Background: an optimization exercise with open tools, aiming at small area, a short achievable clock period and few clock cycles per item. Do not read the settings as production practice.
The RTL was checked by simulation tests, not by an equivalence proof against the original design.
No activity file was given, so power comes from the tool's default toggle rates.

==> flow/design.v <==
`timescale 1ns/100ps
`default_nettype none
module cm_top #(
    parameter logic [31:0] RF_BADDR = 32'd0      
) (
    input  wire         clk,
    input  wire         rst_n,
    input  wire  [31:0] rf_addr,
    input  wire         rf_wr,
    input  wire  [31:0] rf_cfg,
    output logic [31:0] rf_sts,
    output logic        mem_ce,
    output logic        mem_we,
    output logic [31:0] mem_addr,
    output logic [7:0]  mem_wr_data,
    input  wire  [7:0]  mem_rd_data
);
    logic sel_op1, sel_op2, sel_res, sel_nop, sel_start, sel_sts;
    logic [31:0] rf_q;
    assign sel_start = rf_wr & (rf_addr == RF_BADDR + 32'd4);
    assign sel_sts   = rf_wr & (rf_addr == RF_BADDR + 32'd5);
    always_ff @(posedge clk or negedge rst_n) begin
        if (!rst_n) begin
            sel_op1 <= 1'b0;
            sel_op2 <= 1'b0;
            sel_res <= 1'b0;
            sel_nop <= 1'b0;
        end else begin
            sel_op1 <= rf_wr & (rf_addr == RF_BADDR + 32'd0);
            sel_op2 <= rf_wr & (rf_addr == RF_BADDR + 32'd1);
            sel_res <= rf_wr & (rf_addr == RF_BADDR + 32'd2);
            sel_nop <= rf_wr & (rf_addr == RF_BADDR + 32'd3);
        end
    end
    always_ff @(posedge clk)
        rf_q <= rf_cfg;
    logic        running;        
    logic        done_q;         
    logic [10:1] s;              
    logic        first;          
    logic        second;         
    logic        last;           
    logic        rot;            
    logic        rz;             
    logic        ait;            
    logic        bit_q;          
    logic        b0;             
    logic [31:0] rd_cnt;         
    logic [31:0] nop_q;
    logic        go, pend, finish;
    logic        r_n, f_n, l_n;
    logic [10:1] s_n;
    assign go     = sel_start & rf_cfg[0] & ~running;
    assign pend   = first ? s[7] : s[10];                      
    assign finish = last & s[10];
    always_comb begin
        r_n = running;
        f_n = first;
        l_n = last;
        s_n = 10'd1;
        if (!running) begin
            if (go) begin
                r_n = 1'b1;
                f_n = 1'b1;
                l_n = 1'b0;
            end
        end else if (finish) begin
            r_n = 1'b0;
        end else if (pend) begin
            f_n = 1'b0;
            l_n = rz;
        end else if (last && !second && s[1]) begin
            s_n = 10'd1 << 4;                                    
        end else begin
            s_n = {s[9:1], 1'b0};
        end
    end
    always_ff @(posedge clk or negedge rst_n) begin
        if (!rst_n) begin
            running <= 1'b0;
            done_q  <= 1'b0;
            s       <= 10'd1;
            first   <= 1'b0;
            second  <= 1'b0;
            last    <= 1'b0;
            rot     <= 1'b0;
            ait     <= 1'b0;
            bit_q   <= 1'b0;
            b0      <= 1'b0;
            mem_ce  <= 1'b0;
            mem_we  <= 1'b0;
        end else begin
            if (sel_sts)
                done_q <= 1'b0;
            else if (running && finish)
                done_q <= 1'b1;
            running <= r_n;
            first   <= f_n;
            last    <= l_n;
            s       <= s_n;
            if (!running)
                second <= 1'b0;
            else if (pend)
                second <= first;
            rot     <= running & (((s[1] | s[3]) & ~last) |
                                  (first & s[6] & ~rz) |
                                  (~first & s[9] & (last | ~rz)));
            ait     <= running & (((s[6] | s[7] | s[8] | s[9]) & ~last) |
                                  (second & (s[1] | s[2])));
            bit_q   <= ait;
            b0      <= running & s[7] & ~last;
            mem_ce  <= r_n & ((|s_n[4:1]) ? ~l_n : ~f_n);
            mem_we  <= ~(|s_n[4:1]);
        end
    end
    always_ff @(posedge clk) begin
        if (sel_nop)
            nop_q <= rf_q;
        if (!running)
            rd_cnt <= 32'd0;
        else if (s[1] && !last)
            rd_cnt <= rd_cnt + 32'd1;
        rz <= (rd_cnt == nop_q);
    end
    assign rf_sts = {31'd0, done_q};
    logic [31:0] b_p, c_p, inc;
    assign inc = mem_addr + {31'd0, mem_ce};
    always_ff @(posedge clk or negedge rst_n) begin
        if (!rst_n) begin
            mem_addr <= 32'd0;
            b_p      <= 32'd0;
            c_p      <= 32'd0;
        end else begin
            if (sel_op1)
                mem_addr <= rf_q;
            else if (rot)
                mem_addr <= b_p;
            else
                mem_addr <= inc;
            if (sel_op2)
                b_p <= rf_q;
            else if (rot)
                b_p <= c_p;
            if (sel_res)
                c_p <= rf_q;
            else if (rot)
                c_p <= inc;
        end
    end
    logic [7:0] s_q, x1, y1, x2r, y2r, x2n, y2n;
    assign x2n = s[4] ? {mem_rd_data[3:0], mem_rd_data[7:4]} : {x2r[1:0], x2r[7:2]};
    assign y2n = s[5] ? {mem_rd_data[5:0], mem_rd_data[7:6]} : {y2r[1:0], y2r[7:2]};
    always_ff @(posedge clk) begin
        s_q <= mem_rd_data;                                       
        if (s[3]) begin
            x1 <= s_q;
            y1 <= mem_rd_data;
        end
        x2r <= x2n;
        y2r <= y2n;
    end
    function automatic logic [2:0] bdec(input logic [2:0] w);
        bdec = {w[2],
                (w[2] & ~w[1] & ~w[0]) | (~w[2] & w[1] & w[0]),
                w[1] ^ w[0]};
    endfunction
    function automatic logic [11:0] bterm(input logic [7:0] m, input logic [2:0] d, input logic inv);
        logic        neg;
        logic [10:0] mag;
        neg = d[2] ^ inv;
        mag = d[0] ? {{3{m[7]}}, m} : (d[1] ? {{2{m[7]}}, m, 1'b0} : 11'd0);
        bterm = {neg, mag ^ {11{neg}}};
    endfunction
    logic [2:0] dx, dy;              
    always_ff @(posedge clk) begin
        dx <= bdec({x2n[1:0], x2n[7] & ~s[6]});
        dy <= bdec({y2n[1:0], y2n[7] & ~s[6]});
    end
    logic [11:0] ta, tb, tc, td;
    logic [10:0] abx, aby;
    logic        cbx, cby;
    assign ta = bterm(x1, dx, 1'b0);
    assign tb = bterm(y1, dy, 1'b1);
    assign tc = bterm(x1, dy, 1'b0);
    assign td = bterm(y1, dx, 1'b0);
    always_ff @(posedge clk) begin
        abx <= ta[10:0] + tb[10:0] + {10'd0, ta[11]};
        cbx <= tb[11];
        aby <= tc[10:0] + td[10:0] + {10'd0, tc[11]};
        cby <= td[11];
    end
    logic [8:0]  px, py;
    logic [7:0]  lx, ly, lyn;
    logic [10:0] tx, ty;
    assign tx  = (b0 ? 11'd0 : {{2{px[8]}}, px}) + abx + {10'd0, cbx};
    assign ty  = (b0 ? 11'd0 : {{2{py[8]}}, py}) + aby + {10'd0, cby};
    assign lyn = bit_q ? {ty[1:0], ly[7:2]} : ly;
    always_ff @(posedge clk) begin
        if (bit_q) begin
            px <= tx[10:2];
            py <= ty[10:2];
            lx <= {tx[1:0], lx[7:2]};
            ly <= lyn;
        end
    end
    always_ff @(posedge clk) begin
        if (s[4] || (s[1] && last))
            mem_wr_data <= lyn;
        else if (s[5])
            mem_wr_data <= py[7:0];
        else if (s[6])
            mem_wr_data <= {8{py[8]}};
        else if (s[7])
            mem_wr_data <= lx;
        else if (s[8])
            mem_wr_data <= px[7:0];
        else if (s[9])
            mem_wr_data <= {8{mem_wr_data[7]}};
    end
endmodule
`default_nettype wire
==> flow/config.mk <==
export PLATFORM = sky130hd
export DESIGN_NAME = cm_top
export DESIGN_NICKNAME = cm_top
export VERILOG_FILES = /design/flow/design.v
export SDC_FILE = /design/flow/constraint.sdc
export NUM_CORES = 4
export LEC_CHECK = 0
export CAP_MARGIN = 20
export CORE_MARGIN = 2
export CORE_UTILIZATION = 40
export PLACE_DENSITY = 0.6
export SETUP_SLACK_MARGIN = 2.55
export SLEW_MARGIN = 20
==> flow/constraint.sdc <==
create_clock -name core_clock -period 5.0 [get_ports {clk}]
set_input_delay 1.0000 -clock core_clock [delete_from_list [all_inputs] [get_ports {clk}]]
set_output_delay 1.0000 -clock core_clock [all_outputs]
set_load 0.01 [all_outputs]
standard.sh (not shown) runs the stock make flow with config.mk's settings and CLKGATE_MAP_FILE= SYNTH_SCRIPT=/design/flow/synth_recipe.tcl, a recipe that flattens the netlist after the stock synthesis.
==> flow/flow/run.sh <==
#!/bin/bash
# Standard layout, with plain buffers (instead of delay buffers) on the ports
# and a clock tree without dummy loads.
export BUFFER_PORTS_ARGS="-buffer_cell sky130_fd_sc_hd__buf_2"
export CTS_ARGS="-sink_clustering_enable -repair_clock_nets -dont_use_dummy_load"
bash standard.sh > standard.log 2>&1
Testbench counts at the start, summed over its fixed seeds: cycles 15,065, ops 1,445.
Edit:
--- a/flow/design.v
+++ b/flow/design.v
@@ -16,24 +16,12 @@
     input  wire  [7:0]  mem_rd_data
 );
     logic sel_op1, sel_op2, sel_res, sel_nop, sel_start, sel_sts;
-    logic [31:0] rf_q;
+    assign sel_op1   = rf_wr & (rf_addr == RF_BADDR + 32'd0);
+    assign sel_op2   = rf_wr & (rf_addr == RF_BADDR + 32'd1);
+    assign sel_res   = rf_wr & (rf_addr == RF_BADDR + 32'd2);
+    assign sel_nop   = rf_wr & (rf_addr == RF_BADDR + 32'd3);
     assign sel_start = rf_wr & (rf_addr == RF_BADDR + 32'd4);
     assign sel_sts   = rf_wr & (rf_addr == RF_BADDR + 32'd5);
-    always_ff @(posedge clk or negedge rst_n) begin
-        if (!rst_n) begin
-            sel_op1 <= 1'b0;
-            sel_op2 <= 1'b0;
-            sel_res <= 1'b0;
-            sel_nop <= 1'b0;
-        end else begin
-            sel_op1 <= rf_wr & (rf_addr == RF_BADDR + 32'd0);
-            sel_op2 <= rf_wr & (rf_addr == RF_BADDR + 32'd1);
-            sel_res <= rf_wr & (rf_addr == RF_BADDR + 32'd2);
-            sel_nop <= rf_wr & (rf_addr == RF_BADDR + 32'd3);
-        end
-    end
-    always_ff @(posedge clk)
-        rf_q <= rf_cfg;
     logic        running;        
     logic        done_q;         
     logic [10:1] s;              
@@ -115,7 +103,7 @@
     end
     always_ff @(posedge clk) begin
         if (sel_nop)
-            nop_q <= rf_q;
+            nop_q <= rf_cfg;
         if (!running)
             rd_cnt <= 32'd0;
         else if (s[1] && !last)
@@ -132,17 +120,17 @@
             c_p      <= 32'd0;
         end else begin
             if (sel_op1)
-                mem_addr <= rf_q;
+                mem_addr <= rf_cfg;
             else if (rot)
                 mem_addr <= b_p;
             else
                 mem_addr <= inc;
             if (sel_op2)
-                b_p <= rf_q;
+                b_p <= rf_cfg;
             else if (rot)
                 b_p <= c_p;
             if (sel_res)
-                c_p <= rf_q;
+                c_p <= rf_cfg;
             else if (rot)
                 c_p <= inc;
         end
Sequential share of layout area goes down by 3.3 points.
Cell area drops by 2.0%.
Synthesized area decreases by 6.2%.
Combinational power increases by 37%.
Global-route usage is higher by 1.3 points.
Utilization is higher by 2.5 points.
Testbench counts after the change, summed over its fixed seeds: cycles 15,065, ops 1,445.

## re-timing with driven ports
The flow's constraints put no driver on any port. The routed layouts listed below were extracted and timed again, unchanged, in two steps.
Step 1: set_driving_cell puts a clkbuf_16 on clk and a buf_2 on each other input, an assumption about the parent block.
Step 2 times the ports against the registers' clock, not the clock port: input delays grow and output delays shrink by t, the midpoint of the rising clock arrivals with the driver on.
Three values: ideal, step 1, step 2; two values: the first two.
run	t (ns)	setup WS [ns]	cell pins on the clock port's net
the first run	0.561	2.573 / 2.573 / 2.573	1
the second run	0.550	2.537 / 2.537 / 2.132	1
After both steps setup and hold are still met in every run listed. The setup slack of the second run, which loses most, moves by 0.000 ns with the drivers and by -0.405 ns with both steps.
